Context: an optimization exercise on an open-source flow, tuned for small area. The choices shown serve that exercise and are no tape-out recipe.
Only simulation tests tie the RTL to the original design; equivalence was not proved.

==> run a: inputs <==
// snake_body_engine
module snake_body_engine #(
    parameter int GRID_W    = 40,
    parameter int GRID_H    = 30,
    parameter int XW        = 6,
    parameter int YW        = 5,
    parameter int MAX_LEN   = 64,
    parameter int INIT_LEN  = 3,
    parameter int WRAP_MODE = 0
) (
    input  logic                         clk,
    input  logic                         reset,
    input  logic                         start,
    input  logic                         tick,
    input  logic                         dir_valid,
    input  logic [1:0]                   dir_req,
    input  logic [XW-1:0]                food_x,
    input  logic [YW-1:0]                food_y,
    input  logic [XW-1:0]                query_x,
    input  logic [YW-1:0]                query_y,
    output logic [XW-1:0]                head_x,
    output logic [YW-1:0]                head_y,
    output logic [$clog2(MAX_LEN+1)-1:0] length,
    output logic                         ate,
    output logic                         game_over,
    output logic [1:0]                   over_cause,
    output logic                         query_hit,
    output logic                         query_head
);
    localparam int LW = $clog2(MAX_LEN + 1);
    localparam logic [1:0] DIR_UP     = 2'b00;
    localparam logic [1:0] DIR_DOWN   = 2'b01;
    localparam logic [1:0] DIR_LEFT   = 2'b10;
    localparam logic [1:0] DIR_RIGHT  = 2'b11;
    localparam logic [1:0] CAUSE_NONE = 2'd0;
    localparam logic [1:0] CAUSE_WALL = 2'd1;
    localparam logic [1:0] CAUSE_SELF = 2'd2;
    localparam logic [1:0] ST_IDLE    = 2'd0;
    localparam logic [1:0] ST_RUN     = 2'd1;
    localparam logic [1:0] ST_OVER    = 2'd2;
    logic [1:0]    state_r;
    logic [XW-1:0] hx_r;
    logic [YW-1:0] hy_r;
    logic [4:0]    s1x_r, s1y_r, s2x_r, s2y_r;
    logic [MAX_LEN-1:3][4:0] tx_r;
    logic [MAX_LEN-1:3][4:0] ty_r;
    logic [MAX_LEN-1:0][4:0] sx_r;
    logic [MAX_LEN-1:0][4:0] sy_r;
    assign sx_r = {tx_r, s2x_r, s1x_r, 5'd0};
    assign sy_r = {ty_r, s2y_r, s1y_r, 5'd0};
    logic [LW-1:0] len_r;
    logic [1:0]    heading_r;
    logic [1:0]    pending_r;
    logic          pending_valid_r;
    logic          ate_r, game_over_r, query_hit_r, query_head_r;
    logic [1:0]    cause_r;
    logic [1:0]    eff_dir_s, ref_dir_s;
  ...
export LEC_CHECK = 0
export CAP_MARGIN = 20
export CORE_MARGIN = 2
export CORE_UTILIZATION = 40
export CTS_BUF_LIST = sky130_fd_sc_hd__clkbuf_8
export CTS_CLUSTER_DIAMETER = 60
export CTS_CLUSTER_SIZE = 16
export SLEW_MARGIN = 20
create_clock -name core_clock -period 7.0 [get_ports {clk}]
standard.sh (not shown) runs the stock make flow with config.mk's settings and CLKGATE_MAP_FILE= SYNTH_SCRIPT=/design/flow/synth_recipe.tcl, a recipe that flattens the netlist after the stock synthesis.
==> flow/flow/run.sh <==
#!/bin/bash
# The standard layout (standard.sh), with two changes:
#  - port buffers use the smallest buffer cell,
#  - clock tree synthesis adds no dummy loads.
set -euo pipefail
export BUFFER_PORTS_ARGS="-buffer_cell sky130_fd_sc_hd__buf_1"
export CTS_ARGS="-sink_clustering_enable -repair_clock_nets -dont_use_dummy_load -buf_list sky130_fd_sc_hd__clkbuf_8 -sink_clustering_size 16 -sink_clustering_max_diameter 60"
bash standard.sh > standard_flow.log 2>&1
==> inputs of run b, as changes to run a <==
--- a/flow/design.v
+++ b/flow/design.v
@@ -117,19 +117,19 @@
                 localparam int YB = (g + 1 < 8) ? 2 : (g + 1 < 16) ? 3 : 4;
                 assign ceq_s[g] = (sx_r[g][XB-1:0] == nx_s[XB:1]) &&
                                   (sy_r[g][YB:0] == ny_s[YB:0]);
             end else begin : g_even
                 assign ceq_s[g] = 1'b0;
             end
         end
     endgenerate
-    assign col_body_s = |(ceq_s & body_s);
-    assign col_tail_s = |(ceq_s & tail_s);
-    assign self_s     = col_body_s || (eat_s && col_tail_s);
+    assign col_body_s = 1'b0;
+    assign col_tail_s = 1'b0;
+    assign self_s     = |(ceq_s & (body_s | ({MAX_LEN{eat_s}} & tail_s)));
     logic [MAX_LEN-1:0] qeq_s;
     logic q_par_s, q_even_s, q_odd_s;
     generate
         for (g = 1; g < MAX_LEN; g++) begin : g_q
             snake_seg_match u_m (
                 .sx(sx_r[g]), .sy(sy_r[g]), .x(query_x[5:1]), .y(query_y), .eq(qeq_s[g])
             );
         end
==> flow/flow/run.sh (replaced) <==
#!/bin/bash
# The standard layout (standard.sh) with these changes:
#  - synthesis: the standard flow's synthesis script, with an area-oriented ABC mapping
#    script (flow/area_synth.tcl, flow/abc_area_relaxed.script),
#  - port buffers use the smallest buffer cell,
#  - clock tree synthesis adds no dummy loads, and uses smaller buffers
#    above the leaf level.
set -euo pipefail
WORK=$(pwd)
export BUFFER_PORTS_ARGS="-buffer_cell sky130_fd_sc_hd__buf_1"
export CTS_ARGS="-sink_clustering_enable -repair_clock_nets -dont_use_dummy_load -buf_list sky130_fd_sc_hd__clkbuf_16 -root_buf sky130_fd_sc_hd__clkbuf_8 -tree_buf sky130_fd_sc_hd__clkbuf_4 -sink_clustering_size 25 -sink_clustering_max_diameter 150"
export AREA_ABC_SCRIPT="$WORK/flow/abc_area_relaxed.script"
make -C "$FLOW_HOME" DESIGN_CONFIG="$WORK/config.mk" WORK_HOME="$WORK/orfs" CLKGATE_MAP_FILE= \
  SYNTH_SCRIPT="$WORK/flow/area_synth.tcl" synth > synth_flow.log 2>&1
bash standard.sh > standard_flow.log 2>&1
==> flow/flow/abc_area_relaxed.script (new file) <==
&get -n
&st
&dc2
&dc2
&dc2
&dch
&nf -R 1000 -a -A 4 -C 32 -F 8
&put
topo
stime -c
dnsize -c
==> flow/flow/area_synth.tcl (new file) <==
proc synth {args} { yosys synth -nofsm -noshare {*}$args }
# The standard flow's synthesis script, with ABC's mapping script replaced by
# abc_area_relaxed.script: an area-oriented mapping (delay target relaxed,
# no ABC buffering or upsizing); the layout's repair steps fix timing.
proc abc {args} {
  set i [lsearch -exact $args -script]
  if { $i >= 0 } { lset args [expr {$i + 1}] $::env(AREA_ABC_SCRIPT) }
  yosys abc {*}$args
}
source $::env(SCRIPTS_DIR)/synth.tcl
# left out here: clear keep_hierarchy, flatten, clean up, hide names made inside functions, write 1_2_yosys.v
Settings changed: CAP_MARGIN 20 to 0, CORE_UTILIZATION 40 to 60.0, CTS_BUF_LIST sky130_fd_sc_hd__clkbuf_8 to sky130_fd_sc_hd__clkbuf_16, CTS_CLUSTER_DIAMETER 60 to 150, CTS_CLUSTER_SIZE 16 to 25, PLACE_DENSITY set to 0.7, SLEW_MARGIN 20 to 0.
==> comparison table <==
metric	run a	run b
Clock latency of the later-clocked register in the worst-skew pair	0.74 ns	0.78 ns
Detailed-routing iteration count for the pre-antenna-repair pass	6	9
Area share of fa/ha/maj cells after synthesis	0.00470	0.00526
Clock transition time at the flip-flop clock pins of the worst setup and hold paths	0.11 ns	0.10 ns
Last weighted congestion value of the routability-driven placer	1.02	0.990
Area share of the largest cell type after synthesis	0.521	0.583
Cell Count, Final, Fillers Out	3,953	3,177
Fraction of layout cells with a size suffix above 1	0.0922	0.0790
Core area	86,900 um2	51,500 um2
Outcome	finished clean	finished clean
Layout multi-input combinational cell count	1,917	1,559
Hold slack	0.413 ns	0.458 ns
Arrival time at the worst endpoint	6.94 ns	7.13 ns
Fraction of area in multi-input gates	0.393	0.340
Fmax achieved	150 MHz	148 MHz
H-tree depth	2	1
Relative max-transition margin	0.110	0.197
Well tap count	1,155	680

## re-timing with driven ports
The flow's constraints put no driver on any port. The routed layouts listed below were extracted and timed again, unchanged, in two steps.
Step 1 assumes that a clkbuf_16 drives the clock port and a buf_2 every other input.
Step 2, shift: input delay + t, output delay - t, t = (earliest + latest rising clock arrival at the registers) / 2. This alone moves slack from input paths to output paths.
Three values: ideal ports, drivers, drivers and shift; two values: the first two.
run	t (ns)	slack for setup (ns)	worst hold slack (ns)	worst setup path at the end
run a	0.751	0.339 / 0.339 / 0.339	0.413 / 0.413 / 0.413	register to register
run b	0.818	0.266 / 0.266 / 0.266	0.458 / 0.458 / 0.458	register to register
After both steps setup and hold are still met in every run listed.
